From an optimization exercise on the open Yosys and OpenROAD flow, aimed at small area, a short achievable clock period and few clock cycles per item; shortcuts taken in it are not production practice. Function was checked by simulation only, so behaviour that the tests miss may differ from the original.

## the baseline
// ntt_barrett_modmul
module ntt_barrett_modmul #(
    parameter int unsigned W   = 16,
    parameter int unsigned PW  = 16,
    parameter int unsigned LAT = ntt_barrett_modmul_pkg::PIPE_LAT
) (
    input  logic          clk,
    input  logic          reset,
    input  logic          cfg_load,
    input  logic [W-1:0]  cfg_q,
    output logic          cfg_busy,
    output logic          cfg_err,
    output logic          cfg_ready,
    input  logic          in_valid,
    output logic          in_ready,
    input  logic [W-1:0]  in_a,
    input  logic [W-1:0]  in_w,
    input  logic [PW-1:0] in_pass,
    output logic          out_valid,
    input  logic          out_ready,
    output logic [W-1:0]  out_data,
    output logic [PW-1:0] out_pass
);
    logic        cfg_ready_q;
    logic        cfg_err_q;
    logic        cfg_ok;
    logic        pipe_empty;
    logic        en;
    logic        fire;
    logic        c_rdy;
    logic        mu_rdy;
    logic [15:0] nqn_val;
    logic [15:0] cn_val;
    logic [17:0] mu_val;
    logic [3:0]  sh_val;
    logic        out_v_q;
    logic [15:0] out_d_q;
    logic [15:0] out_p_q;
    logic m0_1;
    logic m0_2;
    logic m0_3;
    logic m0_4;
    logic m0_5;
    logic m0_6;
    logic m0_7;
    logic m0_8;
    logic m0_9;
    logic m0_10;
    logic m0_11;
    logic m0_12;
    logic m0_13;
    logic m0_14;
    logic m0_15;
    logic m0_16;
    logic m0_17;
    logic m0_18;
    logic m0_19;
  ...
Size in the first run: roughly 0.050 mm^2 of cells after synthesis.
clock: 10.0 ns
lec_check: 0
cap_margin: 20
core_margin: 2
core_utilization: 40
cts_buf_list: sky130_fd_sc_hd__clkbuf_16
cts_cluster_diameter: 80
cts_cluster_size: 20
setup_slack_margin: 5
slew_margin: 20
synth_hierarchical: 1
synth_minimum_keep_size: 0
run.sh (not shown) runs the stock make flow with config.mk's settings and CLKGATE_MAP_FILE= SYNTH_SCRIPT=/design/flow/synth_recipe.tcl, a recipe that flattens the netlist after the stock synthesis.
The baseline completed end to end with timing, DRC and antenna clean.
Testbench counts of the baseline, summed over its fixed seeds: cycles 8,664, items 8,192.
#### Input delta (the candidate over the baseline)
- an added PLACE_DENSITY of 0.75
- a deleted CTS_CLUSTER_SIZE that had been 20
- a deleted CTS_CLUSTER_DIAMETER that had been 80
- a change of CTS_BUF_LIST from sky130_fd_sc_hd__clkbuf_16 to sky130_fd_sc_hd__clkbuf_4 sky130_fd_sc_hd__clkbuf_8
- a change of CORE_UTILIZATION from 40 to 60
[summary]
The candidate: done, clean on timing, DRC and antenna. The candidate leaves more setup margin than the baseline. Changes observed in the candidate relative to the baseline: depth of the most critical reg-to-reg path shows an increase of 1, met2 track demand over resource rose 14 points. The candidate ends up with lower post-cts repair resize count than the baseline does. Post-CTS repair timing setup buffer count delta for the candidate relative to the baseline: about 18% lower. On wire length: the candidate sits below the baseline.

* * *

Starting RTL as in the previous note.
==> flow/config.mk <==
export PLATFORM = sky130hd
export DESIGN_NAME = ntt_barrett_modmul
export DESIGN_NICKNAME = ntt_barrett_modmul
export VERILOG_FILES = /design/flow/design.v
export SDC_FILE = /design/flow/constraint.sdc
export NUM_CORES = 4
export LEC_CHECK = 0
export CAP_MARGIN = 20
export CORE_MARGIN = 2
export CORE_UTILIZATION = 40
export CTS_BUF_LIST = sky130_fd_sc_hd__clkbuf_16
export CTS_CLUSTER_DIAMETER = 100
export CTS_CLUSTER_SIZE = 24
export SETUP_SLACK_MARGIN = 5
export SLEW_MARGIN = 20
export SYNTH_HIERARCHICAL = 1
export SYNTH_MINIMUM_KEEP_SIZE = 0
==> flow/constraint.sdc <==
create_clock -name core_clock -period 10.0 [get_ports {clk}]
set_input_delay 2.0000 -clock core_clock [delete_from_list [all_inputs] [get_ports {clk}]]
set_output_delay 2.0000 -clock core_clock [all_outputs]
set_load 0.01 [all_outputs]
Testbench counts at the start, summed over its fixed seeds: cycles 8,664, items 8,192.
Change:
- CTS_BUF_LIST: sky130_fd_sc_hd__clkbuf_16 -> sky130_fd_sc_hd__clkbuf_4 sky130_fd_sc_hd__clkbuf_8
- CTS_CLUSTER_DIAMETER: 100 -> not set
- CTS_CLUSTER_SIZE: 24 -> not set
The new run ran to the end with no violations; design area climbs slightly; critical path depth increases by 5; setup slack gets better by 0.0064 ns.
Change:
- CAP_MARGIN: 20 -> 10
- SLEW_MARGIN: 20 -> 10
- TNS_END_PERCENT: not set -> 10
=> Cell count barely changes; hold slack barely changes; non-clock buffer count fell by 2; cell area is about the same; first-iteration DRC count is higher by 3.7%; clock-buffer cell count stays the same.
Change:
- CAP_MARGIN: 10 -> 20
- CTS_BUF_LIST: sky130_fd_sc_hd__clkbuf_4 sky130_fd_sc_hd__clkbuf_8 -> sky130_fd_sc_hd__clkbuf_8 sky130_fd_sc_hd__clkbuf_16
- CTS_CLUSTER_DIAMETER: not set -> 100
- CTS_CLUSTER_SIZE: not set -> 16
- SLEW_MARGIN: 10 -> 20
- TNS_END_PERCENT: 10 -> not set
Outcome: Cell area shrinks by 1.3%. Worst setup slack improves by 0.058 ns. Global-route usage fell by 0.27 points. Die area stays the same. Worst hold slack gains 0.030 ns. Maximum frequency went up by 1.2%. Count of clock-buffer cells in the layout fell by 82.

what the ideal ports hide:
The results above use ideal ports. As a check the final layouts listed here were re-extracted and re-timed, cells and wires unchanged. Step 1, drivers: a clkbuf_16 drives clk and a buf_2 each remaining input, both assumed. Step 2 moves the port delays by t, midway between the first and last clock arrival at a register: inputs arrive t later, outputs are due t later. That takes back most of the time a late clock gives input paths. a / b / c = no drivers / after step 1 / after step 2; a / b = the first two.
run | t (ns) | setup slack, ns | worst data-port slew with drivers (ns)
the baseline | 0.702 | 4.999 / 4.999 / 4.415 | 0.06
the candidate | 0.790 | 5.057 / 5.026 / 4.389 | 0.04
the first run of note 2 | 0.682 | 5.053 / 5.049 / 4.408 | 0.06
the second run of note 2 | 0.847 | 5.060 / 5.047 / 4.278 | 0.07
the third run of note 2 | 0.848 | 4.983 / 4.950 / 4.247 | 0.06
the fourth run of note 2 | 0.704 | 5.041 / 5.041 / 4.416 | 0.06
After both steps setup and hold are still met in every run listed. The setup slack of the second run of note 2, which loses most, moves by -0.013 ns with the drivers and by -0.782 ns with both steps.
